Context: an optimization exercise on an open-source flow, tuned for small area, a short achievable clock period and few clock cycles per item. The choices shown serve that exercise and are no tape-out recipe.
Only simulation tests tie the RTL to the original design; equivalence was not proved.

branch pepper:
// track_point_simplifier
module track_point_simplifier #(
    parameter int COORD_BITS = 24
) (
    input  wire          clk,
    input  wire          rst_n,
    input  wire                         in_valid,
    output logic                        in_ready,
    input  wire                         in_opcode,
    input  wire signed [COORD_BITS-1:0] in_x,
    input  wire signed [COORD_BITS-1:0] in_y,
    output logic                        out_valid,
    input  wire                         out_ready,
    output logic                        out_is_point,
    output logic signed [COORD_BITS-1:0] out_x,
    output logic signed [COORD_BITS-1:0] out_y,
    output logic                        out_accepted,
    output logic                        out_last,
    input  wire          psel,
    input  wire          penable,
    input  wire          pwrite,
    input  wire [2:0]    paddr,
    input  wire [31:0]   pwdata,
    output logic [31:0]  prdata,
    output logic         pready
);
Size: ~800 flip-flops, roughly 180 I/O pins, roughly 68000 µm² of cells after synthesis.
Settings: LEC_CHECK=0, CAP_MARGIN=20, CORE_MARGIN=2, CORE_UTILIZATION=40, SETUP_SLACK_MARGIN=1.5, SLEW_MARGIN=20; clock period 10.0 ns.
run.sh (not shown) runs the stock make flow with config.mk's settings and CLKGATE_MAP_FILE= SYNTH_SCRIPT=/design/flow/synth_recipe.tcl, a recipe that flattens the netlist after the stock synthesis.
branch pepper: no failed stages, no open violations at the end
Testbench counts of branch pepper, summed over its fixed seeds: cycles 5,730, items 4,144.
### branch pepper -> branch violet
--- a/flow/design.v
+++ b/flow/design.v
@@ -395,23 +395,23 @@
             begin
                 nseen = seen + 2'd1;
                 ntpe  = q_eq;
             end
         end
     end
     assign pred_n = nq_v && !nq_op && ((nseen != 2'd2) ? !((nseen == 2'd1) && nq_eq) : !ntpe);
     assign dsel_n = nq_v && (nq_op || !((nseen == 2'd2) && ntpe));
     logic take, px_move;
     assign take    = commit && !q_op && ((seen != 2'd2) ? !((seen == 2'd1) && q_eq)
                                                           : (!d_drop && (!d_brk || d_ok)));
-    assign px_move = take && !q_eq;
+    assign px_move = take && ((seen == 2'd0) || !q_eq);
     assign ex      = (in_valid && in_ready) ? in_x : ir_x;
     assign ey      = (in_valid && in_ready) ? in_y : ir_y;
     logic rdo_go;
     assign rdo_go = commit && !gen && (ph == PH_RUN) && inval && pred_t && ir_v && t2_valid
                  && ((seen == 2'd1) || d_ok);
     assign in_ready = !ir_v || advance;
     logic [4:0]         idx;
     logic               xbit, ybit, abit, bbit, vbit;
     logic [6:0]         vi;
     logic signed [52:0] ga_a, ga_b, ga_sum;
     logic               ga_sub;
Findings:
Count of non-CTS buffers in the layout for branch violet: about 7% up relative to branch pepper
[compare] base=branch pepper new=branch violet: routed wire length fell by 0.61%.
Summary — total placed cells including tap cells, branch violet relative to branch pepper: lower, by 133.
On max-slew headroom at the worst pin, branch violet does better than branch pepper.
Die area: branch violet better than branch pepper
| multi-input gate count | lower: branch violet |
Fraction of the cycle the final worst path needs was lower in branch pepper than in branch violet.
Testbench counts of branch violet, summed over its fixed seeds: cycles 5,730, items 4,144.

========
== rev 12 ==
track_point_simplifier, a different RTL version from the one above (not shown whole).
Size: about 8900 cells after synthesis, ~770 flip-flops, about 81000 um2 of cells after synthesis.
Settings: LEC_CHECK=0, CAP_MARGIN=20, CORE_MARGIN=2, CORE_UTILIZATION=40, SLEW_MARGIN=20; clock period 10.0 ns.
Having completed the whole flow, rev 12 delivered a layout that passed the timing, DRC and antenna checks.
Testbench counts of rev 12, summed over its fixed seeds: cycles 5,582, items 4,144.
diff inputs: rev 12 => rev 13
-- flow/design.v --
<<< rev 12, line 50
    logic               ir_v, ir_op;
    logic signed [23:0] ir_x, ir_y;
    logic signed [24:0] ir_dx, ir_dy;
    logic               q_v, q_st, q_op, q_dn, q_fit, q_eq;
    logic signed [23:0] q_x, q_y;
    logic signed [24:0] q_dx, q_dy;
    logic signed [25:0] q_vv;
    logic signed [23:0] px, py, tx, ty;
>>> rev 13, line 50
    logic               ir_v, ir_op;
    logic signed [23:0] ir_x, ir_y;
    logic signed [24:0] ir_dx, ir_dy;    
    logic signed [24:0] ir_ex, ir_ey;    
    logic               ir_pok;          
    logic               q_v, q_st, q_op, q_dn, q_fit, q_eq;
    logic signed [23:0] q_x, q_y;
    logic signed [24:0] q_dx, q_dy;
    logic signed [24:0] q_tx, q_ty;      
    logic signed [25:0] q_vv;
    logic signed [23:0] px, py, tx, ty;
<<< rev 12, line 75
    logic tpe;         
    logic               pred_t, pred_r, pred_n, s1_eq;
    logic signed [23:0] ppx, ppy;
    logic signed [24:0] pdx, pdy;
    logic signed [25:0] pvp;
    logic               pvp_fit;
    logic signed [24:0] dx, dy, dxd, dyd;
    logic signed [23:0] lx, ly, sx, sy;
    assign lx = ir_v ? ir_x : q_x;
    assign ly = ir_v ? ir_y : q_y;
>>> rev 13, line 78
    logic tpe;         
    logic               pred_t, pred_r, pred_n, s1_eq;
    logic               dsel_r, dsel_n, dx_ok;
    logic signed [23:0] ppx, ppy;
    logic signed [24:0] pdx, pdy;
    logic signed [25:0] pvp;
    logic               pvp_fit;
    logic signed [24:0] dx, dy;
    logic signed [23:0] lx, ly, ex, ey;
    assign lx = ir_v ? ir_x : q_x;
    assign ly = ir_v ? ir_y : q_y;
<<< rev 12, line 90
    assign pvp     = pred_t ? q_vv : vp[25:0];
    assign pvp_fit = pred_t ? (q_vv[25:23] == {3{q_vv[23]}}) : (vp[50:23] == {28{vp[23]}});
    assign sx      = q_st ? q_x : ir_x;
    assign sy      = q_st ? q_y : ir_y;
    assign dxd     = {sx[23], sx} - {px[23], px};
    assign dyd     = {sy[23], sy} - {py[23], py};
    assign dx      = pred_t ? ir_dx : dxd;
    assign dy      = pred_t ? ir_dy : dyd;
    logic fit_dx, fit_dy, fit_px, fit_py, fit_a, fit_b, s1_fit;
    assign fit_dx = (dx[24:10]  == {15{dx[10]}});
>>> rev 13, line 94
    assign pvp     = pred_t ? q_vv : vp[25:0];
    assign pvp_fit = pred_t ? (q_vv[25:23] == {3{q_vv[23]}}) : (vp[50:23] == {28{vp[23]}});
    assign dx      = q_st ? q_tx : dsel_r ? ir_dx : ir_ex;
    assign dy      = q_st ? q_ty : dsel_r ? ir_dy : ir_ey;
    assign dx_ok   = q_st || dsel_r || ir_pok;
    logic fit_dx, fit_dy, fit_px, fit_py, fit_a, fit_b, s1_fit;
    assign fit_dx = (dx[24:10]  == {15{dx[10]}});
<<< rev 12, line 172
    logic [1:0] nseen;
    assign inval   = !q_op && (((seen == 2'd1) && !q_eq) || ((seen == 2'd2) && d_brk));
    assign advance = (ph == PH_RUN) && ir_v && (!q_v || (commit && !gen));
    assign redo    = q_st && ((ph == PH_RUN) || (ph == PH_RDO));
    assign s1_load = advance || redo;
    assign s1_eq   = (sx == ppx) && (sy == ppy);
    assign nq_v  = advance || (q_v && !commit);
    assign nq_op = advance ? ir_op : q_op;
>>> rev 13, line 173
    logic [1:0] nseen;
    assign inval   = !q_op && (((seen == 2'd1) && !q_eq) || ((seen == 2'd2) && d_brk));
    assign advance = (ph == PH_RUN) && ir_v && (!q_v || (commit && !gen)) && dx_ok;
    assign redo    = q_st && ((ph == PH_RUN) || (ph == PH_RDO));
    assign s1_load = advance || redo;
    assign s1_eq   = (dx == 25'd0) && (dy == 25'd0);
    assign nq_v  = advance || (q_v && !commit);
    assign nq_op = advance ? ir_op : q_op;
<<< rev 12, line 197
    end
    assign pred_n = nq_v && !nq_op && ((nseen != 2'd2) ? !((nseen == 2'd1) && nq_eq) : !ntpe);
    logic rdo_go;
    assign rdo_go = commit && !gen && (ph == PH_RUN) && inval && pred_t && ir_v && t2_valid
>>> rev 13, line 198
    end
    assign pred_n = nq_v && !nq_op && ((nseen != 2'd2) ? !((nseen == 2'd1) && nq_eq) : !ntpe);
    assign dsel_n = nq_v && (nq_op || !((nseen == 2'd2) && ntpe));
    logic take, px_move;
    assign take    = commit && !q_op && ((seen != 2'd2) ? !((seen == 2'd1) && q_eq)
                                                          : (!d_drop && (!d_brk || d_ok)));
    assign px_move = take && !q_eq;
    assign ex      = (in_valid && in_ready) ? in_x : ir_x;
    assign ey      = (in_valid && in_ready) ? in_y : ir_y;
    logic rdo_go;
    assign rdo_go = commit && !gen && (ph == PH_RUN) && inval && pred_t && ir_v && t2_valid
<<< rev 12, line 272
            q_st      <= 1'b0;
            pred_r    <= 1'b0;
            px        <= '0;
            py        <= '0;
>>> rev 13, line 280
            q_st      <= 1'b0;
            pred_r    <= 1'b0;
            dsel_r    <= 1'b0;
            px        <= '0;
            py        <= '0;
<<< rev 12, line 311
                q_v <= 1'b0;
            pred_r <= pred_n;
            if (advance)
                q_st <= commit && inval;
>>> rev 13, line 320
                q_v <= 1'b0;
            pred_r <= pred_n;
            dsel_r <= dsel_n;
            if (advance)
                q_st <= commit && inval;
<<< rev 12, line 407
            ir_dy <= {in_y[23], in_y} - {ly[23], ly};
        end
        if (advance)
        begin
>>> rev 13, line 417
            ir_dy <= {in_y[23], in_y} - {ly[23], ly};
        end
        ir_ex  <= {ex[23], ex} - {px[23], px};
        ir_ey  <= {ey[23], ey} - {py[23], py};
        ir_pok <= !px_move;
        if (advance)
        begin
<<< rev 12, line 412
            q_x   <= ir_x;
            q_y   <= ir_y;
        end
        if (s1_load)
>>> rev 13, line 425
            q_x   <= ir_x;
            q_y   <= ir_y;
            q_tx  <= ir_dx;
            q_ty  <= ir_dy;
        end
        if (s1_load)
## What came out
[rev 13 vs rev 12] area fraction in compound gates after synthesis: lower in rev 13
Rev 13 vs rev 12, final period demand of the worst path went down by 290 ps.
Going from rev 12 to rev 13, number of nets at the end of the flow shrank by a few percent.
Per the comparison of rev 13 with rev 12, least setup slack across all paths after layout grew by 290 ps; sequential share of layout area moved up; relative area of clock buffers and inverters in the final design has increased; met2 wire length fell by 2.5%; total length of routed wires went down 5.2 mm.
Fmax: rev 13 above rev 12
Diff rev 12 -> rev 13: initial standard-cell utilization of the core comparable.
Rev 13 ends up with a transition time of the tightest slew-check pin that is 12 ps higher than in rev 12.
Number of cells after detailed placement was lower in rev 13 than in rev 12.
Testbench counts of rev 13, summed over its fixed seeds: cycles 5,582, items 4,144.

==> what the ideal ports hide <==
In the flow no input, the clock included, has a driving cell. The finished layouts below were timed again as built, in two steps.
Step 1 sets driving cells, clkbuf_16 on the clock port and buf_2 on the other inputs (assumed; they add their load-dependent delay and slew).
Step 2 also shifts input and output timing later by t, the mid clock arrival at the registers, as if the neighbouring blocks saw the same clock.
Slacks: ideal / step 1 / step 2; pairs: ideal / step 1.
run	t (ns)	slack for setup (ns)	worst register clock-pin slew, ns	worst data-port slew with drivers (ns)	cell pins on the clock port's net
branch pepper	0.811	1.622 / 1.622 / 1.622	0.07 / 0.07	0.09	1
branch violet	0.803	1.437 / 1.437 / 1.437	0.07 / 0.07	0.14	1
rev 12	0.829	0.242 / 0.242 / 0.242	0.07 / 0.07	0.05	1
rev 13	0.845	0.529 / 0.529 / 0.529	0.07 / 0.07	0.13	1
After both steps every run listed still meets setup and hold.
